Context: an optimization exercise on an open-source flow, tuned for small area. The choices shown serve that exercise and are no tape-out recipe. No run shown here included a check of the RTL's function; only the layout flow was run.

<file path="flow/config.mk">
export PLATFORM = sky130hd
export DESIGN_NAME = servo_pwm_sweep_generator
export DESIGN_NICKNAME = servo_pwm_sweep_generator
export VERILOG_FILES = /design/flow/design.v
export SDC_FILE = /design/flow/constraint.sdc
export NUM_CORES = 4
export LEC_CHECK = 0
export CAP_MARGIN = 20
export CORE_MARGIN = 2
export CORE_UTILIZATION = 40
export CTS_BUF_LIST = sky130_fd_sc_hd__clkbuf_8
export SLEW_MARGIN = 20
export SYNTH_HIERARCHICAL = 1
</file>
<file path="flow/constraint.sdc">
create_clock -name core_clock -period 12.0 [get_ports {clk}]
set_input_delay 2.4000 -clock core_clock [delete_from_list [all_inputs] [get_ports {clk}]]
set_output_delay 2.4000 -clock core_clock [all_outputs]
set_load 0.01 [all_outputs]
</file>
<file path="flow/design.v">
package spwm_pkg;
  localparam int ANGLE_W = 8;
  localparam int SPAN_W  = 12;
  localparam int TICK_W  = 16;
  localparam int PPS_W   = 8;
  localparam int PROD_W  = ANGLE_W + SPAN_W;
  localparam int S91_W   = 19;
  localparam int DEFAULT_MAX_ANGLE = 180;
  localparam logic [TICK_W-1:0] PERIOD_RST    = 16'd20000;
  localparam logic [TICK_W-1:0] MIN_PULSE_RST = 16'd500;
  localparam logic [SPAN_W-1:0] SPAN_RST      = 12'd1900;
  localparam logic [PPS_W-1:0]  PPS_RST       = 8'd50;
  localparam logic [S91_W-1:0]  S91_RST       = 19'd172900;   
  typedef enum logic [1:0] {
    CFG_PERIOD    = 2'd0,
    CFG_MIN_PULSE = 2'd1,
    CFG_SPAN      = 2'd2,
    CFG_PPS       = 2'd3
  } cfg_idx_t;
  typedef enum logic {
    FUNC_TICK = 1'b0,
    FUNC_MOVE = 1'b1
  } func_t;
endpackage
import spwm_pkg::*;
module spwm_width (
  input  logic [ANGLE_W-1:0] angle,
  input  logic [18:0]        s91,
  input  logic [TICK_W-1:0]  min_pulse,
  input  logic [TICK_W-1:0]  period_n,      
  output logic [TICK_W-1:0]  high_width_n   
);
  wire pp1, pp2, pp3, pp4, pp5, pp6, pp7, pp8, pp9, pp10, pp11, pp12, pp13, pp14, pp15, pp16, pp17, pp18, pp19, pp20, pp21, pp22, pp23, pp24, pp25, pp26, pp27, pp28, pp29, pp30, pp31, pp32, pp33, pp34, pp35, pp36, pp37, pp38, pp39, pp40, pp41, pp42, pp43, pp44, pp45, pp46, pp47, pp48, pp49, pp50, pp51, pp52, pp53, pp54, pp55, pp56, pp57, pp58, pp59, pp60, pp61, pp62, pp63, pp64, pp65, pp66, pp67, pp68, pp69, pp70, pp71, pp72, pp73, pp74, pp75, pp76, pp77, pp78, pp79, pp80, pp81, pp82, pp83, pp84, pp85, pp86, pp87, pp88, pp89, pp90, pp91, pp92, pp93, pp94, pp95, pp96, pp97, pp98, pp99, pp100, pp101, pp102, pp103, pp104, pp105, pp106, pp107, pp108, pp109, pp110, pp111, pp112, pp113, pp114, pp115, pp116, pp117, pp118, pp119, pp120, pp121, pp122, pp123, pp124, pp125, pp126, pp127, pp128, pp129, pp130, pp131, pp132, pp133, pp134, hs135, hc136, fs137, fc138, fs139, fc140, fs141, fc142, fs143, fc144, fs145, fc146, fs147, fc148, fs149, fc150, fs151, fc152, fs153, fc154, fs155, fc156, fs157, fc158, fs159, fc160, hs161, hc162, hs163, hc164, fs165, fc166, hs167, hc168, fs169, fc170, fs171, fc172, fs173, fc174, fs175, fc176, fs177, fc178, fs179, fc180, fs181, fc182, fs183, fc184, fs185, fc186, fs187, fc188, fs189, fc190, fs191, fc192, fs193, fc194, fs195, fc196, fs197, fc198, fs199, fc200, fs201, fc202, fs203, fc204, fs205, fc206, fs207, fc208, fs209, fc210, fs211, fc212, fs213, fc214, fs215, fc216, fs217, fc218, fs219, fc220, fs221, fc222, fs223, fc224, fs225, fc226, fs227, fc228, fs229, fc230, hs231, hc232, fs233, fc234, fs235, fc236, fs237, fc238, fs239, fc240, fs241, fc242, fs243, fc244, fs245, fc246, fs247, fc248, fs249, fc250, fs251, fc252, fs253, fc254, fs255, fc256, fs257, fc258, fs259, fc260, fs261, fc262, fs263, fc264, fs265, fc266, fs267, fc268, fs269, fc270, hs271, hc272, fs273, fc274, fs275, fc276, fs277, fc278, fs279, fc280, fs281, fc282, fs283, fc284, fs285, fc286, fs287, fc288, fs289, fc290, fs291, fc292, fs293, fc294, fs295, fc296, fs297, fc298, fs299, fc300, fs301, fc302, fs303, fc304, fs305, fc306, fs307, fc308, fs309, fc310, fs311, fc312, fs313, fc314;
  assign pp1 = angle[0] & s91[0];
  assign pp2 = angle[0] & s91[1];
  assign pp3 = angle[0] & s91[2];
  assign pp4 = angle[0] & s91[3];
  assign pp5 = angle[0] & s91[4];
  assign pp6 = angle[0] & s91[5];
  assign pp7 = angle[0] & s91[6];
  assign pp8 = angle[0] & s91[7];
  assign pp9 = angle[0] & s91[8];
  assign pp10 = angle[0] & s91[9];
  assign pp11 = angle[0] & s91[10];
  assign pp12 = angle[0] & s91[11];
  assign pp13 = angle[0] & s91[12];
  assign pp14 = angle[0] & s91[13];
  assign pp15 = angle[0] & s91[14];
  assign pp16 = angle[0] & s91[15];
  assign pp17 = angle[0] & s91[16];
  assign pp18 = angle[0] & s91[17];
  assign pp19 = angle[0] & s91[18];
  assign pp20 = angle[1] & s91[0];
  assign pp21 = angle[1] & s91[1];
  assign pp22 = angle[1] & s91[2];
  assign pp23 = angle[1] & s91[3];
  assign pp24 = angle[1] & s91[4];
  assign pp25 = angle[1] & s91[5];
  assign pp26 = angle[1] & s91[6];
  assign pp27 = angle[1] & s91[7];
  assign pp28 = angle[1] & s91[8];
  assign pp29 = angle[1] & s91[9];
  assign pp30 = angle[1] & s91[10];
  assign pp31 = angle[1] & s91[11];
  assign pp32 = angle[1] & s91[12];
  assign pp33 = angle[1] & s91[13];
  assign pp34 = angle[1] & s91[14];
  assign pp35 = angle[1] & s91[15];
  assign pp36 = angle[1] & s91[16];
  assign pp37 = angle[1] & s91[17];
  assign pp38 = angle[1] & s91[18];
  assign pp39 = angle[2] & s91[0];
  assign pp40 = angle[2] & s91[1];
  assign pp41 = angle[2] & s91[2];
  assign pp42 = angle[2] & s91[3];
  assign pp43 = angle[2] & s91[4];
  assign pp44 = angle[2] & s91[5];
  assign pp45 = angle[2] & s91[6];
  assign pp46 = angle[2] & s91[7];
  assign pp47 = angle[2] & s91[8];
  assign pp48 = angle[2] & s91[9];
  assign pp49 = angle[2] & s91[10];
  assign pp50 = angle[2] & s91[11];
  assign pp51 = angle[2] & s91[12];
  assign pp52 = angle[2] & s91[13];
  assign pp53 = angle[2] & s91[14];
  assign pp54 = angle[2] & s91[15];
  assign pp55 = angle[2] & s91[16];
  assign pp56 = angle[2] & s91[17];
  assign pp57 = angle[2] & s91[18];
  assign pp58 = angle[3] & s91[0];
  assign pp59 = angle[3] & s91[1];
  assign pp60 = angle[3] & s91[2];
  assign pp61 = angle[3] & s91[3];
  assign pp62 = angle[3] & s91[4];
  assign pp63 = angle[3] & s91[5];
  assign pp64 = angle[3] & s91[6];
  assign pp65 = angle[3] & s91[7];
  assign pp66 = angle[3] & s91[8];
  assign pp67 = angle[3] & s91[9];
  assign pp68 = angle[3] & s91[10];
  assign pp69 = angle[3] & s91[11];
  assign pp70 = angle[3] & s91[12];
  assign pp71 = angle[3] & s91[13];
  assign pp72 = angle[3] & s91[14];
  assign pp73 = angle[3] & s91[15];
  assign pp74 = angle[3] & s91[16];
  assign pp75 = angle[3] & s91[17];
  assign pp76 = angle[3] & s91[18];
  assign pp77 = angle[4] & s91[0];
  assign pp78 = angle[4] & s91[1];
  assign pp79 = angle[4] & s91[2];
  assign pp80 = angle[4] & s91[3];
  assign pp81 = angle[4] & s91[4];
  assign pp82 = angle[4] & s91[5];
  assign pp83 = angle[4] & s91[6];
  assign pp84 = angle[4] & s91[7];
  assign pp85 = angle[4] & s91[8];
  assign pp86 = angle[4] & s91[9];
  assign pp87 = angle[4] & s91[10];
  assign pp88 = angle[4] & s91[11];
  assign pp89 = angle[4] & s91[12];
  assign pp90 = angle[4] & s91[13];
  assign pp91 = angle[4] & s91[14];
  assign pp92 = angle[4] & s91[15];
  assign pp93 = angle[4] & s91[16];
  assign pp94 = angle[4] & s91[17];
  assign pp95 = angle[4] & s91[18];
  assign pp96 = angle[5] & s91[0];
  assign pp97 = angle[5] & s91[1];
  assign pp98 = angle[5] & s91[2];
  assign pp99 = angle[5] & s91[3];
  assign pp100 = angle[5] & s91[4];
  assign pp101 = angle[5] & s91[5];
  assign pp102 = angle[5] & s91[6];
  assign pp103 = angle[5] & s91[7];
  assign pp104 = angle[5] & s91[8];
  assign pp105 = angle[5] & s91[9];
  assign pp106 = angle[5] & s91[10];
  assign pp107 = angle[5] & s91[11];
  assign pp108 = angle[5] & s91[12];
  assign pp109 = angle[5] & s91[13];
  assign pp110 = angle[5] & s91[14];
  assign pp111 = angle[5] & s91[15];
  assign pp112 = angle[5] & s91[16];
  assign pp113 = angle[5] & s91[17];
  assign pp114 = angle[5] & s91[18];
  assign pp115 = angle[6] & s91[0];
  assign pp116 = (angle[7] & s91[0]) | (angle[6] & s91[1]);
  assign pp117 = (angle[7] & s91[1]) | (angle[6] & s91[2]);
  assign pp118 = (angle[7] & s91[2]) | (angle[6] & s91[3]);
  assign pp119 = (angle[7] & s91[3]) | (angle[6] & s91[4]);
  assign pp120 = (angle[7] & s91[4]) | (angle[6] & s91[5]);
  assign pp121 = (angle[7] & s91[5]) | (angle[6] & s91[6]);
  assign pp122 = (angle[7] & s91[6]) | (angle[6] & s91[7]);
  assign pp123 = (angle[7] & s91[7]) | (angle[6] & s91[8]);
  assign pp124 = (angle[7] & s91[8]) | (angle[6] & s91[9]);
  assign pp125 = (angle[7] & s91[9]) | (angle[6] & s91[10]);
  assign pp126 = (angle[7] & s91[10]) | (angle[6] & s91[11]);
  assign pp127 = (angle[7] & s91[11]) | (angle[6] & s91[12]);
  assign pp128 = (angle[7] & s91[12]) | (angle[6] & s91[13]);
  assign pp129 = (angle[7] & s91[13]) | (angle[6] & s91[14]);
  assign pp130 = (angle[7] & s91[14]) | (angle[6] & s91[15]);
  assign pp131 = (angle[7] & s91[15]) | (angle[6] & s91[16]);
  assign pp132 = (angle[7] & s91[16]) | (angle[6] & s91[17]);
  assign pp133 = (angle[7] & s91[17]) | (angle[6] & s91[18]);
  assign pp134 = angle[7] & s91[18];
  spwm_ha u_hs135 (.a(pp7), .b(pp25), .s(hs135), .co(hc136));
  spwm_fa u_fs137 (.a(pp8), .b(pp26), .ci(pp44), .s(fs137), .co(fc138));
  spwm_fa u_fs139 (.a(pp9), .b(pp27), .ci(pp45), .s(fs139), .co(fc140));
  spwm_fa u_fs141 (.a(pp10), .b(pp28), .ci(pp46), .s(fs141), .co(fc142));
  spwm_fa u_fs143 (.a(pp11), .b(pp29), .ci(pp47), .s(fs143), .co(fc144));
  spwm_fa u_fs145 (.a(pp12), .b(pp30), .ci(pp48), .s(fs145), .co(fc146));
  spwm_fa u_fs147 (.a(pp13), .b(pp31), .ci(pp49), .s(fs147), .co(fc148));
  spwm_fa u_fs149 (.a(pp14), .b(pp32), .ci(pp50), .s(fs149), .co(fc150));
  spwm_fa u_fs151 (.a(pp15), .b(pp33), .ci(pp51), .s(fs151), .co(fc152));
  spwm_fa u_fs153 (.a(pp16), .b(pp34), .ci(pp52), .s(fs153), .co(fc154));
  spwm_fa u_fs155 (.a(pp17), .b(pp35), .ci(pp53), .s(fs155), .co(fc156));
  spwm_fa u_fs157 (.a(pp18), .b(pp36), .ci(pp54), .s(fs157), .co(fc158));
  spwm_fa u_fs159 (.a(pp19), .b(pp37), .ci(pp55), .s(fs159), .co(fc160));
  spwm_ha u_hs161 (.a(pp38), .b(pp56), .s(hs161), .co(hc162));
  spwm_ha u_hs163 (.a(pp5), .b(pp23), .s(hs163), .co(hc164));
  spwm_fa u_fs165 (.a(pp6), .b(pp24), .ci(pp42), .s(fs165), .co(fc166));
  spwm_ha u_hs167 (.a(pp60), .b(pp78), .s(hs167), .co(hc168));
  spwm_fa u_fs169 (.a(pp43), .b(pp61), .ci(pp79), .s(fs169), .co(fc170));
  spwm_fa u_fs171 (.a(pp97), .b(pp115), .ci(hs135), .s(fs171), .co(fc172));
  spwm_fa u_fs173 (.a(pp62), .b(pp80), .ci(pp98), .s(fs173), .co(fc174));
  spwm_fa u_fs175 (.a(pp116), .b(fs137), .ci(hc136), .s(fs175), .co(fc176));
  spwm_fa u_fs177 (.a(pp63), .b(pp81), .ci(pp99), .s(fs177), .co(fc178));
  spwm_fa u_fs179 (.a(pp117), .b(fs139), .ci(fc138), .s(fs179), .co(fc180));
  spwm_fa u_fs181 (.a(pp64), .b(pp82), .ci(pp100), .s(fs181), .co(fc182));
  spwm_fa u_fs183 (.a(pp118), .b(fs141), .ci(fc140), .s(fs183), .co(fc184));
  spwm_fa u_fs185 (.a(pp65), .b(pp83), .ci(pp101), .s(fs185), .co(fc186));
  spwm_fa u_fs187 (.a(pp119), .b(fs143), .ci(fc142), .s(fs187), .co(fc188));
  spwm_fa u_fs189 (.a(pp66), .b(pp84), .ci(pp102), .s(fs189), .co(fc190));
  spwm_fa u_fs191 (.a(pp120), .b(fs145), .ci(fc144), .s(fs191), .co(fc192));
  spwm_fa u_fs193 (.a(pp67), .b(pp85), .ci(pp103), .s(fs193), .co(fc194));
  spwm_fa u_fs195 (.a(pp121), .b(fs147), .ci(fc146), .s(fs195), .co(fc196));
  spwm_fa u_fs197 (.a(pp68), .b(pp86), .ci(pp104), .s(fs197), .co(fc198));
  spwm_fa u_fs199 (.a(pp122), .b(fs149), .ci(fc148), .s(fs199), .co(fc200));
  spwm_fa u_fs201 (.a(pp69), .b(pp87), .ci(pp105), .s(fs201), .co(fc202));
  spwm_fa u_fs203 (.a(pp123), .b(fs151), .ci(fc150), .s(fs203), .co(fc204));
  spwm_fa u_fs205 (.a(pp70), .b(pp88), .ci(pp106), .s(fs205), .co(fc206));
  spwm_fa u_fs207 (.a(pp124), .b(fs153), .ci(fc152), .s(fs207), .co(fc208));
  spwm_fa u_fs209 (.a(pp71), .b(pp89), .ci(pp107), .s(fs209), .co(fc210));
  spwm_fa u_fs211 (.a(pp125), .b(fs155), .ci(fc154), .s(fs211), .co(fc212));
  spwm_fa u_fs213 (.a(pp72), .b(pp90), .ci(pp108), .s(fs213), .co(fc214));
  spwm_fa u_fs215 (.a(pp126), .b(fs157), .ci(fc156), .s(fs215), .co(fc216));
  spwm_fa u_fs217 (.a(pp73), .b(pp91), .ci(pp109), .s(fs217), .co(fc218));
  spwm_fa u_fs219 (.a(pp127), .b(fs159), .ci(fc158), .s(fs219), .co(fc220));
  spwm_fa u_fs221 (.a(pp74), .b(pp92), .ci(pp110), .s(fs221), .co(fc222));
  spwm_fa u_fs223 (.a(pp128), .b(hs161), .ci(fc160), .s(fs223), .co(fc224));
  spwm_fa u_fs225 (.a(pp57), .b(pp75), .ci(pp93), .s(fs225), .co(fc226));
  spwm_fa u_fs227 (.a(pp111), .b(pp129), .ci(hc162), .s(fs227), .co(fc228));
  spwm_fa u_fs229 (.a(pp76), .b(pp94), .ci(pp112), .s(fs229), .co(fc230));
  spwm_ha u_hs231 (.a(pp4), .b(pp22), .s(hs231), .co(hc232));
  spwm_fa u_fs233 (.a(pp41), .b(pp59), .ci(pp77), .s(fs233), .co(fc234));
  spwm_fa u_fs235 (.a(pp96), .b(fs165), .ci(hs167), .s(fs235), .co(fc236));
  spwm_fa u_fs237 (.a(fs169), .b(fs171), .ci(fc166), .s(fs237), .co(fc238));
  spwm_fa u_fs239 (.a(fs173), .b(fs175), .ci(fc170), .s(fs239), .co(fc240));
  spwm_fa u_fs241 (.a(fs177), .b(fs179), .ci(fc174), .s(fs241), .co(fc242));
  spwm_fa u_fs243 (.a(fs181), .b(fs183), .ci(fc178), .s(fs243), .co(fc244));
  spwm_fa u_fs245 (.a(fs185), .b(fs187), .ci(fc182), .s(fs245), .co(fc246));
  spwm_fa u_fs247 (.a(fs189), .b(fs191), .ci(fc186), .s(fs247), .co(fc248));
  spwm_fa u_fs249 (.a(fs193), .b(fs195), .ci(fc190), .s(fs249), .co(fc250));
  spwm_fa u_fs251 (.a(fs197), .b(fs199), .ci(fc194), .s(fs251), .co(fc252));
  spwm_fa u_fs253 (.a(fs201), .b(fs203), .ci(fc198), .s(fs253), .co(fc254));
  spwm_fa u_fs255 (.a(fs205), .b(fs207), .ci(fc202), .s(fs255), .co(fc256));
  spwm_fa u_fs257 (.a(fs209), .b(fs211), .ci(fc206), .s(fs257), .co(fc258));
  spwm_fa u_fs259 (.a(fs213), .b(fs215), .ci(fc210), .s(fs259), .co(fc260));
  spwm_fa u_fs261 (.a(fs217), .b(fs219), .ci(fc214), .s(fs261), .co(fc262));
  spwm_fa u_fs263 (.a(fs221), .b(fs223), .ci(fc218), .s(fs263), .co(fc264));
  spwm_fa u_fs265 (.a(fs225), .b(fs227), .ci(fc222), .s(fs265), .co(fc266));
  spwm_fa u_fs267 (.a(pp130), .b(fs229), .ci(fc226), .s(fs267), .co(fc268));
  spwm_fa u_fs269 (.a(pp95), .b(pp113), .ci(pp131), .s(fs269), .co(fc270));
  spwm_ha u_hs271 (.a(pp3), .b(pp21), .s(hs271), .co(hc272));
  spwm_fa u_fs273 (.a(pp40), .b(pp58), .ci(hs231), .s(fs273), .co(fc274));
  spwm_fa u_fs275 (.a(hs163), .b(fs233), .ci(hc232), .s(fs275), .co(fc276));
  spwm_fa u_fs277 (.a(hc164), .b(fs235), .ci(fc234), .s(fs277), .co(fc278));
  spwm_fa u_fs279 (.a(hc168), .b(fs237), .ci(fc236), .s(fs279), .co(fc280));
  spwm_fa u_fs281 (.a(fc172), .b(fs239), .ci(fc238), .s(fs281), .co(fc282));
  spwm_fa u_fs283 (.a(fc176), .b(fs241), .ci(fc240), .s(fs283), .co(fc284));
  spwm_fa u_fs285 (.a(fc180), .b(fs243), .ci(fc242), .s(fs285), .co(fc286));
  spwm_fa u_fs287 (.a(fc184), .b(fs245), .ci(fc244), .s(fs287), .co(fc288));
  spwm_fa u_fs289 (.a(fc188), .b(fs247), .ci(fc246), .s(fs289), .co(fc290));
  spwm_fa u_fs291 (.a(fc192), .b(fs249), .ci(fc248), .s(fs291), .co(fc292));
  spwm_fa u_fs293 (.a(fc196), .b(fs251), .ci(fc250), .s(fs293), .co(fc294));
  spwm_fa u_fs295 (.a(fc200), .b(fs253), .ci(fc252), .s(fs295), .co(fc296));
  spwm_fa u_fs297 (.a(fc204), .b(fs255), .ci(fc254), .s(fs297), .co(fc298));
  spwm_fa u_fs299 (.a(fc208), .b(fs257), .ci(fc256), .s(fs299), .co(fc300));
  spwm_fa u_fs301 (.a(fc212), .b(fs259), .ci(fc258), .s(fs301), .co(fc302));
  spwm_fa u_fs303 (.a(fc216), .b(fs261), .ci(fc260), .s(fs303), .co(fc304));
  spwm_fa u_fs305 (.a(fc220), .b(fs263), .ci(fc262), .s(fs305), .co(fc306));
  spwm_fa u_fs307 (.a(fc224), .b(fs265), .ci(fc264), .s(fs307), .co(fc308));
  spwm_fa u_fs309 (.a(fc228), .b(fs267), .ci(fc266), .s(fs309), .co(fc310));
  spwm_fa u_fs311 (.a(fc230), .b(fs269), .ci(fc268), .s(fs311), .co(fc312));
  spwm_fa u_fs313 (.a(pp114), .b(pp132), .ci(fc270), .s(fs313), .co(fc314));
  wire [25:0] ra = {pp134, pp133, fs313, fs311, fs309, fs307, fs305, fs303, fs301, fs299, fs297, fs295, fs293, fs291, fs289, fs287, fs285, fs283, fs281, fs279, fs277, fs275, fs273, pp39, pp2, pp1};
  wire [25:0] rb = {1'b0, fc314, fc312, fc310, fc308, fc306, fc304, fc302, fc300, fc298, fc296, fc294, fc292, fc290, fc288, fc286, fc284, fc282, fc280, fc278, fc276, fc274, hc272, hs271, pp20, 1'b0};
  wire [26:0] v;
  assign v = 27'(ra) + 27'(rb);
  wire [11:0] h = v[25:14];
  wire [11:0] l = v[13:2];
  wire [11:0] g1 = h & l;
  wire [11:0] p1 = h | l;
  wire [5:0]  g2, p2;
  wire [2:0]  g3, p3;
  for (genvar k = 0; k < 6; k++) begin : g_t2
    assign g2[k] = g1[2*k+1] | (p1[2*k+1] & g1[2*k]);
    assign p2[k] = p1[2*k+1] & p1[2*k];
  end
  for (genvar k = 0; k < 3; k++) begin : g_t3
    assign g3[k] = g2[2*k+1] | (p2[2*k+1] & g2[2*k]);
    assign p3[k] = p2[2*k+1] & p2[2*k];
  end
  wire c = g3[2] | (p3[2] & (g3[1] | (p3[1] & (g3[0] | p3[0]))));
  wire [16:0] s0 = 17'(min_pulse) + 17'(h);
  wire [16:0] ones;
  for (genvar k = 0; k < 17; k++) begin : g_inc
    if (k == 0) begin : g_0
      assign ones[k] = c;
    end else begin : g_k
      assign ones[k] = c & (&s0[k-1:0]);
    end
  end
  wire [16:0] sum = s0 ^ ones;
  wire [16:0] rs;
  wire [16:0] rc;
  spwm_ha u_room0 (.a(period_n[0]), .b(min_pulse[0]), .s(rs[0]), .co(rc[1]));
  for (genvar k = 1; k < 16; k++) begin : g_room
    spwm_fa u_room (.a(period_n[k]), .b(min_pulse[k]), .ci(rc[k]), .s(rs[k]), .co(rc[k+1]));
  end
  assign rs[16] = rc[16];
  wire        room_neg = rs[16];
  wire        room_big = ~&rs[15:12];
  wire [12:0] gt;
  assign gt[0] = 1'b0;
  for (genvar k = 0; k < 12; k++) begin : g_gt
    assign gt[k+1] = (h[k] & rs[k]) | (h[k] & gt[k]) | (rs[k] & gt[k]);
  end
  wire        h_gt = gt[12];
  wire        h_eq = &(h ^ rs[11:0]);
  wire        over = room_neg | (!room_big & (h_gt | (c & h_eq)));
  assign high_width_n = over ? period_n : ~sum[15:0];
endmodule
module spwm_fa (
  input  logic a,
  input  logic b,
  input  logic ci,
  output logic s,
  output logic co
);
  assign s  = a ^ b ^ ci;
  assign co = (a & b) | (ci & (a ^ b));
endmodule
module spwm_ha (
  input  logic a,
  input  logic b,
  output logic s,
  output logic co
);
  assign s  = a ^ b;
  assign co = a & b;
endmodule
module spwm_maj (
  input  logic a,
  input  logic b,
  input  logic c,
  output logic y
);
  assign y = (a & b) | (a & c) | (b & c);
endmodule
import spwm_pkg::*;
module servo_pwm_sweep_generator (
  input  logic        clk,
  input  logic        rst_n,
  input  logic        in_tvalid,
  output logic        in_tready,
  input  logic [15:0] in_tdata,
  input  logic        in_tuser,
  output logic        out_tvalid,
  input  logic        out_tready,
  output logic [15:0] out_tdata,
  input  logic        cfg_valid,
  output logic        cfg_ready,
  input  logic [1:0]  cfg_index,
  input  logic [15:0] cfg_data
);
  function automatic logic [7:0] step8(input logic [7:0] a, input logic up,
                                       input logic en);
    logic [7:0] r;
    logic       c;
    integer     i;
    begin
      c = en;
      for (i = 0; i < 8; i = i + 1) begin
        r[i] = a[i] ^ c;
        c    = c & ~(a[i] ^ up);
      end
      step8 = r;
    end
  endfunction
  function automatic logic [7:0] clamp180(input logic [7:0] x);
    logic gt;
    begin
      gt = x[7] & (x[6] | (x[5] & x[4] & (x[3] | (x[2] & (x[1] | x[0])))));
      clamp180 = gt ? 8'd180 : x;
    end
  endfunction
  logic [S91_W-1:0] s91_new;
  wire ts1, tc2, ts3, tc4, ts5, tc6, ts7, tc8, ts9, tc10, ts11, tc12;
  wire ts13, tc14, ts15, tc16, ts17, tc18, ts19, tc20, ts21, tc22, ts23, tc24;
  wire ts25, tc26, ts27, tc28, ts29, tc30, ts31, tc32, ts33, tc34, ts35, tc36;
  wire ts37, tc38, ts39, tc40, ts41, tc42, ts43, tc44, ts45, tc46, ts47, tc48;
  wire ts49, tc50, ts51, tc52, ts53, tc54, ts55, tc56, ts57, tc58, ts59, tc60;
  wire ts61, tc62, ts63, tc64, ts65, tc66, ts67, tc68, ts69, tc70, ts71, tc72;
  wire ts73, tc74, ts75, tc76, ts77, tc78, ts79, tc80, ts81, tc82, ts83, tc84;
  wire ts85, tc86, ts87, tc88, ts89, tc90, ts91, tc92, ts93, tc94, ts95, tc96;
  spwm_ha u_ts1 (.a(cfg_data[0]), .b(cfg_data[2]), .s(ts1), .co(tc2));
  spwm_fa u_ts3 (.a(cfg_data[1]), .b(cfg_data[3]), .ci(cfg_data[4]), .s(ts3), .co(tc4));
  spwm_fa u_ts5 (.a(cfg_data[2]), .b(cfg_data[4]), .ci(cfg_data[5]), .s(ts5), .co(tc6));
  spwm_fa u_ts7 (.a(cfg_data[3]), .b(cfg_data[5]), .ci(cfg_data[6]), .s(ts7), .co(tc8));
  spwm_fa u_ts9 (.a(cfg_data[4]), .b(cfg_data[6]), .ci(cfg_data[7]), .s(ts9), .co(tc10));
  spwm_fa u_ts11 (.a(cfg_data[5]), .b(cfg_data[7]), .ci(cfg_data[8]), .s(ts11), .co(tc12));
  spwm_ha u_ts13 (.a(cfg_data[6]), .b(cfg_data[8]), .s(ts13), .co(tc14));
  spwm_ha u_ts15 (.a(cfg_data[0]), .b(cfg_data[1]), .s(ts15), .co(tc16));
  spwm_fa u_ts17 (.a(cfg_data[1]), .b(cfg_data[2]), .ci(cfg_data[4]), .s(ts17), .co(tc18));
  spwm_fa u_ts19 (.a(cfg_data[3]), .b(cfg_data[5]), .ci(cfg_data[6]), .s(ts19), .co(tc20));
  spwm_fa u_ts21 (.a(cfg_data[6]), .b(cfg_data[7]), .ci(ts3), .s(ts21), .co(tc22));
  spwm_fa u_ts23 (.a(cfg_data[7]), .b(cfg_data[8]), .ci(ts5), .s(ts23), .co(tc24));
  spwm_fa u_ts25 (.a(cfg_data[8]), .b(cfg_data[9]), .ci(ts7), .s(ts25), .co(tc26));
  spwm_fa u_ts27 (.a(cfg_data[9]), .b(cfg_data[10]), .ci(ts9), .s(ts27), .co(tc28));
  spwm_fa u_ts29 (.a(cfg_data[10]), .b(cfg_data[11]), .ci(ts11), .s(ts29), .co(tc30));
  spwm_fa u_ts31 (.a(cfg_data[9]), .b(cfg_data[11]), .ci(ts13), .s(ts31), .co(tc32));
  spwm_fa u_ts33 (.a(cfg_data[7]), .b(cfg_data[9]), .ci(cfg_data[10]), .s(ts33), .co(tc34));
  spwm_ha u_ts35 (.a(cfg_data[8]), .b(cfg_data[10]), .s(ts35), .co(tc36));
  spwm_ha u_ts37 (.a(cfg_data[0]), .b(cfg_data[2]), .s(ts37), .co(tc38));
  spwm_fa u_ts39 (.a(cfg_data[3]), .b(cfg_data[4]), .ci(ts15), .s(ts39), .co(tc40));
  spwm_fa u_ts41 (.a(cfg_data[5]), .b(ts17), .ci(tc16), .s(ts41), .co(tc42));
  spwm_fa u_ts43 (.a(ts1), .b(ts19), .ci(tc18), .s(ts43), .co(tc44));
  spwm_fa u_ts45 (.a(tc2), .b(ts21), .ci(tc20), .s(ts45), .co(tc46));
  spwm_fa u_ts47 (.a(tc4), .b(ts23), .ci(tc22), .s(ts47), .co(tc48));
  spwm_fa u_ts49 (.a(tc6), .b(ts25), .ci(tc24), .s(ts49), .co(tc50));
  spwm_fa u_ts51 (.a(tc8), .b(ts27), .ci(tc26), .s(ts51), .co(tc52));
  spwm_fa u_ts53 (.a(tc10), .b(ts29), .ci(tc28), .s(ts53), .co(tc54));
  spwm_fa u_ts55 (.a(tc12), .b(ts31), .ci(tc30), .s(ts55), .co(tc56));
  spwm_fa u_ts57 (.a(tc14), .b(ts33), .ci(tc32), .s(ts57), .co(tc58));
  spwm_fa u_ts59 (.a(cfg_data[11]), .b(ts35), .ci(tc34), .s(ts59), .co(tc60));
  spwm_fa u_ts61 (.a(cfg_data[9]), .b(cfg_data[11]), .ci(tc36), .s(ts61), .co(tc62));
  spwm_ha u_ts63 (.a(cfg_data[0]), .b(cfg_data[1]), .s(ts63), .co(tc64));
  spwm_fa u_ts65 (.a(cfg_data[1]), .b(cfg_data[2]), .ci(tc64), .s(ts65), .co(tc66));
  spwm_fa u_ts67 (.a(cfg_data[3]), .b(ts37), .ci(tc66), .s(ts67), .co(tc68));
  spwm_fa u_ts69 (.a(ts39), .b(tc38), .ci(tc68), .s(ts69), .co(tc70));
  spwm_fa u_ts71 (.a(ts41), .b(tc40), .ci(tc70), .s(ts71), .co(tc72));
  spwm_fa u_ts73 (.a(ts43), .b(tc42), .ci(tc72), .s(ts73), .co(tc74));
  spwm_fa u_ts75 (.a(ts45), .b(tc44), .ci(tc74), .s(ts75), .co(tc76));
  spwm_fa u_ts77 (.a(ts47), .b(tc46), .ci(tc76), .s(ts77), .co(tc78));
  spwm_fa u_ts79 (.a(ts49), .b(tc48), .ci(tc78), .s(ts79), .co(tc80));
  spwm_fa u_ts81 (.a(ts51), .b(tc50), .ci(tc80), .s(ts81), .co(tc82));
  spwm_fa u_ts83 (.a(ts53), .b(tc52), .ci(tc82), .s(ts83), .co(tc84));
  spwm_fa u_ts85 (.a(ts55), .b(tc54), .ci(tc84), .s(ts85), .co(tc86));
  spwm_fa u_ts87 (.a(ts57), .b(tc56), .ci(tc86), .s(ts87), .co(tc88));
  spwm_fa u_ts89 (.a(ts59), .b(tc58), .ci(tc88), .s(ts89), .co(tc90));
  spwm_fa u_ts91 (.a(ts61), .b(tc60), .ci(tc90), .s(ts91), .co(tc92));
  spwm_fa u_ts93 (.a(cfg_data[10]), .b(tc62), .ci(tc92), .s(ts93), .co(tc94));
  spwm_ha u_ts95 (.a(cfg_data[11]), .b(tc94), .s(ts95), .co(tc96));
  assign s91_new = {tc96, ts95, ts93, ts91, ts89, ts87, ts85, ts83, ts81, ts79, ts77, ts75, ts73, ts71, ts69, ts67, ts65, ts63, cfg_data[0]};
  logic [TICK_W-1:0]  period_n, min_pulse_r;
  logic [S91_W-1:0]   s91_r;      
  logic [PPS_W-1:0]   pps_n;
  logic [TICK_W-1:0]  tick_r;
  logic [PPS_W-1:0]   pcount_r;
  logic [ANGLE_W-1:0] angle_r, goal_n;
  logic [TICK_W-1:0]  width_n;
  logic               moving_r;
  logic               out_valid_r, pin_r, reject_r, stepped_r;
  logic               up_r;       
  logic               in_acc, is_move, move_ok, tick_mv;
  logic [ANGLE_W-1:0] start_cl, target_cl, a_step, a_load, shown;
  logic [TICK_W:0]    tick_inc;
  logic [PPS_W-1:0]   pcount_inc;
  logic               wrap, pwrap, at_goal, up, step, stop;
  logic [TICK_W-1:0]  new_width_n;
  logic               pin_lt;
  assign cfg_ready  = 1'b1;
  assign in_tready  = !out_valid_r || out_tready;
  assign in_acc     = in_tvalid && in_tready;
  assign is_move    = in_tuser;
  assign move_ok    = is_move && !moving_r;
  assign tick_mv    = !is_move && moving_r;
  assign start_cl   = clamp180(in_tdata[7:0]);
  assign target_cl  = clamp180(in_tdata[15:8]);
  logic [TICK_W:0] tick_cy;
  logic [PPS_W:0]  pcount_cy;
  assign tick_inc[0]   = ~tick_r[0];
  assign tick_cy[1]    = tick_r[0];
  assign pcount_inc[0] = ~pcount_r[0];
  assign pcount_cy[1]  = pcount_r[0];
  for (genvar i = 1; i < TICK_W; i++) begin : g_tick_inc
    spwm_ha u_ha (.a(tick_r[i]), .b(tick_cy[i]), .s(tick_inc[i]), .co(tick_cy[i+1]));
  end
  assign tick_inc[TICK_W] = tick_cy[TICK_W];
  for (genvar i = 1; i < PPS_W; i++) begin : g_pcount_inc
    spwm_ha u_ha (.a(pcount_r[i]), .b(pcount_cy[i]), .s(pcount_inc[i]), .co(pcount_cy[i+1]));
  end
  logic [TICK_W:0]    wrap_nb, pin_nb;
  logic [PPS_W:0]     pwrap_nb;
  logic [ANGLE_W:0]   up_nb;
  logic [ANGLE_W-1:0] target_n;
  assign wrap_nb[0]  = 1'b1;
  assign pin_nb[0]   = 1'b1;
  assign pwrap_nb[0] = 1'b1;
  assign up_nb[0]    = 1'b1;
  for (genvar i = 0; i < TICK_W; i++) begin : g_cmp16
    spwm_maj u_wrap (.a(tick_inc[i]), .b(period_n[i]), .c(wrap_nb[i]), .y(wrap_nb[i+1]));
    spwm_maj u_pin  (.a(tick_r[i]),   .b(width_n[i]),  .c(pin_nb[i]),  .y(pin_nb[i+1]));
  end
  for (genvar i = 0; i < PPS_W; i++) begin : g_cmp8
    spwm_maj u_pwrap (.a(pcount_inc[i]), .b(pps_n[i]),  .c(pwrap_nb[i]), .y(pwrap_nb[i+1]));
    spwm_maj u_up    (.a(start_cl[i]),   .b(target_n[i]), .c(up_nb[i]),  .y(up_nb[i+1]));
  end
  assign wrap       = tick_inc[TICK_W] | wrap_nb[TICK_W];
  assign pwrap      = pwrap_nb[PPS_W];
  assign pin_lt     = ~pin_nb[TICK_W];
  assign at_goal    = &(angle_r ^ goal_n);
  assign target_n   = ~target_cl;
  assign up         = up_r;
  assign step       = tick_mv && wrap && pwrap && !at_goal;
  assign stop       = tick_mv && wrap && pwrap && at_goal;
  assign a_step     = step8(angle_r, up, 1'b1);
  assign a_load     = is_move ? start_cl : a_step;
  spwm_width u_width (
    .angle      (a_load),
    .s91        (s91_r),
    .min_pulse  (min_pulse_r),
    .period_n   (period_n),
    .high_width_n (new_width_n)
  );
  always_ff @(posedge clk) begin
    if (!rst_n) begin
      period_n    <= ~PERIOD_RST;
      min_pulse_r <= MIN_PULSE_RST;
      s91_r       <= S91_RST;
      pps_n       <= ~PPS_RST;
    end else if (cfg_valid) begin
      case (cfg_index)
        CFG_PERIOD:    period_n    <= ~cfg_data;
        CFG_MIN_PULSE: min_pulse_r <= cfg_data;
        CFG_SPAN:      s91_r       <= s91_new;
        default:       pps_n       <= ~cfg_data[PPS_W-1:0];
      endcase
    end
  end
  always_ff @(posedge clk) begin
    if (!rst_n) begin
      moving_r    <= 1'b0;
      angle_r     <= '0;
      out_valid_r <= 1'b0;
    end else begin
      out_valid_r <= in_acc || (out_valid_r && !out_tready);
      if (in_acc) begin
        if (move_ok) begin
          moving_r <= 1'b1;
          angle_r  <= start_cl;
        end else if (stop) begin
          moving_r <= 1'b0;
        end else if (step) begin
          angle_r  <= a_step;
        end
      end
    end
  end
  always_ff @(posedge clk) begin
    if (in_acc) begin
      if (move_ok) begin
        goal_n   <= target_n;
        up_r     <= ~up_nb[ANGLE_W];
        tick_r   <= '0;
        pcount_r <= '0;
      end else if (tick_mv) begin
        if (wrap) begin
          tick_r   <= '0;
          pcount_r <= pwrap ? '0 : pcount_inc;
        end else begin
          tick_r   <= tick_inc[TICK_W-1:0];
        end
      end
      if (move_ok || step) width_n <= new_width_n;
      pin_r     <= tick_mv && pin_lt;
      reject_r  <= is_move && moving_r;
      stepped_r <= step;
    end
  end
  assign shown = step8(angle_r, !up_r, stepped_r);
  assign out_tvalid = out_valid_r;
  assign out_tdata  = {5'b0, reject_r, moving_r, shown, pin_r};
endmodule
</file>
<file path="flow/run.sh">
#!/bin/bash
# synth_recipe.tcl (not shown) runs the flow's synth.tcl, then flattens the netlist and writes it again
# the make line also repeats each setting of config.mk as NAME=value (left out here)
make -C /OpenROAD-flow-scripts/flow DESIGN_CONFIG=/design/flow/config.mk WORK_HOME=/design/flow/orfs CLKGATE_MAP_FILE= SYNTH_SCRIPT=/design/flow/synth_recipe.tcl finish
</file>
==> out/results.ini, run 1 <==
[global_routing]
track_usage = 0.194
grt_max_degree = 35
antenna_found_initial = 0
grt_pass1_wl_mm = 51.6
grt_pass1_vias = 9756
grt-ovfl-total = 0

[clock_tree]
cts_setup_buffers = 0
hold_buffers = 0
clockBufferDepth = 2
htreeDepth = 4
clkTransAtPathRegs_ns = 0.07
cts_buffers = 17
cts_root_buf = clkbuf_8
cts_tree = yes
cts_sinks = 121
clk_latency_ns = 0.44
cts_resized = 0

[layout]
finalNetCount = 1588
nFillCells = 3008
diodes = 0
area_growth_syn_to_layout_pct = 9.81
fin_area_mm2 = 0.0141
drive_gt1_frac = 0.113

[logic_synthesis]
synthArstFlopShare = 0
synth.avg_cell_area_um2 = 10.1
synth_top_area_frac = 0.221
synth_area_leaders = fa_1, edfxtp_1, dfxtp_1, ha_1, and2_1
yosysTopAreaCell = fa_1
ys_warn_count = 7
syn_inst = 1279
yosys_register_bits = 121
synthFlopType = dfxtp_1
synth_edf_count = 52
synth_cell_types = 93
syn_area_mm2 = 0.0129
yosysSeqAreaShare = 0.229

[floorplan]
io_pins = 59
dieWidth_um = 183
core_area_mm2 = 0.0316
rows = 65
fp.dieH_um = 183
initial_core_util = 0.407
die_area_mm2 = 0.0336

[job]
maxCapViolCount = 0

[detailed_routing]
first_pass_iters = 5
final_antenna_net_count = 0
drt_iter0_drc = 520
dr_total_vias = 9442
viasPerCell = 5.45
wl_mm = 30.7
routedWlPerCell_um = 17.7
drc = 0

[sta]
fin_tns_setup_ns = 0
worstMarginPinSlew_ns = 0.932
slew_headroom = 0.379
setup_viol = 0
period_needed_ns = 11.15
max_freq_mhz = 89.7
slew_violations = 0
fin_crit_sh = 0.930
fin_skew_ns = 0.0184
rsz0062_at_grt = false
hold_violations = 0

[worst_setup_path]
setup.worst_path.class = primary input to flop
crit_arrival_ns = 11.34
end_kind = flop
required_ns = 12.19
cpMostUsedCell = fa_1
cp-start-kind = primary input
crit_fanout = 18
slowest_delay_ns = 0.55
critPathSlowestCell = fa_1

[worst_hold_path]
hold_class = flop to flop

[placement]
placed_area_mm2 = 0.0137
gp_congestion = 0.871
place_hpwl_mm = 24.6
io_buffers = 52

[outcome]
status = finished clean

-- per-module statistics from Yosys (local to each module, per instance) --
module,flip-flops and latches,times used
servo_pwm_sweep_generator,121,1
spwm_fa,0,140
spwm_ha,0,36
spwm_maj,0,48
spwm_width,0,1
-- stage by stage --
stage | util | worst slack [ns] | hold slack, ns | cells
3_3_place_gp | 0.434 | 0.643 | 0.476 | 1701
4_1_cts | 0.447 | 0.895 | 0.489 | 1734
2_1_floorplan | - | 1.51 | 0.457 | 1287
5_1_grt | 0.447 | 0.296 | 0.512 | 1734
3_5_place_dp | 0.434 | 0.450 | 0.478 | 1702
6_report | 0.447 | 0.846 | 0.487 | 1734
-- cell usage after synthesis, types with 13 or more instances --
master,n
and2_1,142
fa_1,142
nand2_1,140
ha_1,87
dfxtp_1,69
a21oi_1,67
edfxtp_1,52
nor2_1,52
maj3_2,48
xnor2_1,37
o21ai_0,35
inv_1,32
clkbuf_1,30
xor2_1,30
nand3_1,26
o211ai_1,25
a22o_1,18
nor3_1,17
nand4_1,14
a21o_1,13
nor2b_1,13
-- sequential cells by signal (all words and copies together) (netlist names) --
| register | flops |
|---|---|
| pps_n | 8 |
| period_n | 16 |
| stepped_r | 1 |
| goal_n | 8 |
| pcount_r | 8 |
| reject_r | 1 |
| moving_r | 1 |
| tick_r | 16 |
| angle_r | 8 |
| min_pulse_r | 16 |
| s91_r | 19 |
| pin_r | 1 |
| up_r | 1 |
| width_n | 16 |
| out_valid_r | 1 |
-- critical path, delay by kind of cell --
kind                     cells  cell delay (ns)
multiplexers                 1             0.25
AND/OR/NAND/NOR              9             1.98
AO/OA/AOI/OAI               11             2.21
adder cells (fa/ha/maj)      7             2.89
XOR/XNOR                     3             0.62
buffers and inverters        4             0.95
-- cell type report --
type,instances,area [um2],area share
Multi-Input combinational cell,1077,9530,0.675
Sequential cell,121,2940,0.208
Timing Repair Buffer,69,646,0.0457
Tap cell,402,503,0.0356
Clock buffer,18,248,0.0175
Clock inverter,14,134,0.00947
Inverter,33,124,0.00877
-- placed cells by master, fill, tap and decap left out, drive strengths merged, types with 8 or more instances in the layout --
cell type,synthesis,final
nor2,54,54
maj3,48,48
nor2b,13,13
mux2i,8,8
nand4,15,15
inv,32,35
nand2b,8,8
nand2,140,140
mux2,17,17
clkbuf,31,18
o211ai,26,26
fa,142,142
a22o,18,18
nor3,18,18
a21o,13,13
and2,142,142
a21oi,69,69
xor2,30,30
a211oi,12,12
ha,87,87
clkdlybuf4s50,0,52
dfxtp,69,69
nand3,27,27
conb,2,10
o21ai,42,42
buf,25,17
edfxtp,52,52
xnor2,40,40
-- kinds of logic (layout without fill, tap and decap cells) --
group           after synthesis  in the layout  share of synthesized area
simple gates                460            460                      0.189
other cells                   2             10                   0.000584
flops                       121            121                      0.229
xor+xnor                     70             70                     0.0503
fa+ha+maj                   277            277                      0.348
mux                          25             25                     0.0237
compound gates              235            235                      0.127
buf+inv                      89            134                     0.0333
-- worst paths after layout --
path / startpoint / endpoint / slack [ns] / depth (start not counted)
setup / recovery: in_tdata[3] / width_n[15] / 0.85 / 35
setup reg to reg: up_r / width_n[15] / 2.44 / 34
hold reg to reg: min_pulse_r[0] / min_pulse_r[0] / 0.49 / 2
hold / removal: min_pulse_r[0] / min_pulse_r[0] / 0.49 / 2
-- per-layer routing --
metal  share of wire  wire [um]  vias up  global-route usage
met2            0.45      13800      202               0.308
met3           0.038       1150       32              0.0242
met1            0.49      15100     4654               0.280
met4           0.020        616        0              0.0547
li1                -          -     4554                   -
met5               0          0        -                   0
==> inputs of run 2 (changes only) <==
--- a/flow/config.mk
+++ b/flow/config.mk
@@ -10,4 +10,6 @@
 export CORE_UTILIZATION = 40
 export CTS_BUF_LIST = sky130_fd_sc_hd__clkbuf_8
+export CTS_CLUSTER_DIAMETER = 100
+export CTS_CLUSTER_SIZE = 30
 export SLEW_MARGIN = 20
 export SYNTH_HIERARCHICAL = 1
==> run 2 against run 1 <==
  * Still clean
  * Global-route usage unchanged
  * Via count unchanged
  * Core utilization unchanged
  * Worst hold slack unchanged
  * Non-clock buffer count unchanged
  * Count of clock-buffer cells in the layout unchanged
  * Cell area unchanged
  * Routed wire length unchanged
  * Final cell count unchanged
  * Sequential share of layout area unchanged
  * Register-to-register slack about the same
  * Critical path type unchanged
==> out/results.ini, run 2 <==
[global_routing]
grt-ovfl-total = 0  ; unchanged
track_usage = 0.194  ; unchanged
grt_max_degree = 35  ; unchanged
grt_pass1_vias = 9756  ; unchanged
grt_pass1_wl_mm = 51.6  ; unchanged
antenna_found_initial = 0  ; unchanged

[sta]
slew_violations = 0  ; unchanged
hold_violations = 0  ; unchanged
period_needed_ns = 11.15  ; unchanged
max_freq_mhz = 89.7  ; unchanged
fin_crit_sh = 0.930  ; unchanged
rsz0062_at_grt = false
fin_skew_ns = 0.0184  ; unchanged
worstMarginPinSlew_ns = 0.932  ; unchanged
slew_headroom = 0.379  ; unchanged
setup_viol = 0  ; unchanged
fin_tns_setup_ns = 0  ; unchanged

[worst_setup_path]
end_kind = flop
startpoint = in_tdata[3]
crit_end = width_n[15]
cp-start-kind = primary input
crit_family = adder cells
critPathSlowestCell = fa_1
crit_buf_inv = 4  ; unchanged
reg2reg_depth = 34  ; unchanged
required_ns = 12.19  ; about the same
ff2ff_setup_slack_ns = 2.44  ; about the same
crit_arrival_ns = 11.34  ; about the same
r2r-start = up_r
cp.depth = 35  ; unchanged
crit_fanout = 18  ; unchanged
setup.worst_path.class = primary input to flop
slowest_delay_ns = 0.55  ; about the same
cpMostUsedCell = fa_1
regToRegEndpoint = width_n[15]

[placement]
gp_congestion = 0.871  ; unchanged
place_hpwl_mm = 24.6  ; unchanged
placed_area_mm2 = 0.0137  ; unchanged
io_buffers = 52  ; unchanged

[logic_synthesis]
synth_commonest_cells = and2_1, fa_1, nand2_1
synth_cell_types = 93  ; unchanged
synth_area_leaders = fa_1, edfxtp_1, dfxtp_1, ha_1, and2_1
yosysSeqAreaShare = 0.229  ; unchanged
syn_inst = 1279  ; unchanged
synth_top_area_frac = 0.221  ; unchanged
synth.avg_cell_area_um2 = 10.1  ; unchanged
synth_edf_count = 52  ; unchanged
synthArstFlopShare = 0  ; unchanged
ys_warn_count = 7  ; unchanged
yosys_register_bits = 121  ; unchanged
synthFlopType = dfxtp_1
syn_area_mm2 = 0.0129  ; unchanged
yosysTopAreaCell = fa_1

[outcome]
status = finished clean

[clock_tree]
cts_sinks = 121  ; unchanged
htreeDepth = 4  ; unchanged
cts_setup_buffers = 0  ; unchanged
cts_root_buf = clkbuf_8
clockBufferDepth = 2  ; unchanged
cts_tree = yes
cts_buffers = 17  ; unchanged
clkTransAtPathRegs_ns = 0.07  ; about the same
clk_latency_ns = 0.44  ; about the same
cts_resized = 0  ; unchanged
hold_buffers = 0  ; unchanged

[layout]
diodes = 0  ; unchanged
regMostFlops = s91_r
drive_gt1_frac = 0.113  ; unchanged
largest_reg_flops = 19  ; unchanged
area_growth_syn_to_layout_pct = 9.81  ; unchanged
fin_area_mm2 = 0.0141  ; unchanged
final_cell_mix = and2_1, fa_1, nand2_1
finalNetCount = 1588  ; unchanged

[floorplan]
die_area_mm2 = 0.0336  ; unchanged
initial_core_util = 0.407  ; unchanged
core_area_mm2 = 0.0316  ; unchanged
rows = 65  ; unchanged
fp.dieH_um = 183  ; unchanged
dieWidth_um = 183  ; unchanged
io_pins = 59  ; unchanged

[detailed_routing]
routedWlPerCell_um = 17.7  ; unchanged
dr_total_vias = 9442  ; unchanged
wl_mm = 30.7  ; unchanged
first_pass_iters = 5  ; unchanged
final_antenna_net_count = 0  ; unchanged
drc = 0  ; unchanged
drt_iter0_drc = 520  ; unchanged
viasPerCell = 5.45  ; unchanged

[job]
maxCapViolCount = 0  ; unchanged

[worst_hold_path]
hold_class = flop to flop
hold_start = min_pulse_r[0]

==> run 2: cell counts after synthesis <==
Identical to the previous run, type by type.
==> run 2: area by class of cell <==
type / count / area [um2]
fill: 3008 / 17500
multi-input combinational: 1077 / 9530
sequential: 121 / 2940
timing repair buffer: 69 / 646
tap: 402 / 503
clock buffer: 18 / 248
clock inverter: 14 / 134
inverter: 33 / 124
==> run 2: cell families after synthesis <==
group,synth area share
other,0.000584
multiplexers,0.0237
flip-flops,0.229
AO/OA/AOI/OAI,0.127
AND/OR/NAND/NOR,0.189
adder cells (fa/ha/maj),0.348
buffers and inverters,0.0333
XOR/XNOR,0.0503
==> run 2: worst min-delay path by stage <==
| stage | endpoint | depth (start not counted) | slack, ns |
|---|---|---|---|
| floorplan | min_pulse_r[0] | 2 | 0.46 |
| global placement | min_pulse_r[0] | 2 | 0.48 |
| detailed placement | min_pulse_r[0] | 2 | 0.48 |
| CTS | min_pulse_r[0] | 2 | 0.49 |
| global route | min_pulse_r[0] | 2 | 0.51 |
| finish | min_pulse_r[0] | 2 | 0.49 |
==> run 2: routing by layer <==
layer | share of wire | GRT usage
met5 | 0 | 0
met2 | 0.45 | 0.308
met3 | 0.038 | 0.0242
met1 | 0.49 | 0.280
met4 | 0.020 | 0.0547
==> run 2: worst register-to-register path, delay by kind of cell, from the launching register on <==
kind | cells | cell delay (ns)
AOI/OAI and AO/OA | 9 | 2.12
xor gates and xnor gates | 4 | 0.83
adders and majority gates | 6 | 2.37
buffers and inverters | 3 | 0.61
DFF | 1 | 0.61
muxes | 1 | 0.25
and+or+nand+nor | 11 | 2.51
==> run 2: per-module statistics from Yosys (local to each module, per instance) <==
module,flip-flops and latches,cells inside,area (um2)
servo_pwm_sweep_generator,121,515,5130
spwm_fa,0,1,20.0
spwm_ha,0,1,12.5
spwm_maj,0,1,11.3
spwm_width,0,540,3940
==> run 2: per-stage QoR <==
stage | setup WS [ns] | hold WS, ns | utilization | std cells
global route | 0.296 | 0.512 | 0.447 | 1734
global placement | 0.643 | 0.476 | 0.434 | 1701
floorplan | 1.51 | 0.457 | - | 1287
CTS | 0.895 | 0.489 | 0.447 | 1734
finish | 0.846 | 0.487 | 0.447 | 1734
detailed placement | 0.450 | 0.478 | 0.434 | 1702

-- port drivers added, routing unchanged --
In the flow no input, the clock included, has a driving cell. The finished layouts below were timed again as built, in two steps.
Step 1 (the two cells are an assumption about what drives the block):
set clk [get_ports {clk}]
set_driving_cell -lib_cell sky130_fd_sc_hd__clkbuf_16 $clk
set_driving_cell -lib_cell sky130_fd_sc_hd__buf_2 [delete_from_list [all_inputs] $clk]
Step 2 times the ports against the registers' clock, not the clock port: input delays grow and output delays shrink by t, the midpoint of the rising clock arrivals with the driver on.
Slacks: ideal / step 1 / step 2; pairs: ideal / step 1.
| run | t (ns) | setup WS [ns] | hold slack, ns |
|---|---|---|---|
| run 1 | 0.479 | 0.846 / 0.863 / 0.384 | 0.487 / 0.487 / 0.487 |
| run 2 | 0.479 | 0.846 / 0.863 / 0.384 | 0.487 / 0.487 / 0.487 |
After both steps setup and hold are still met in every run listed.
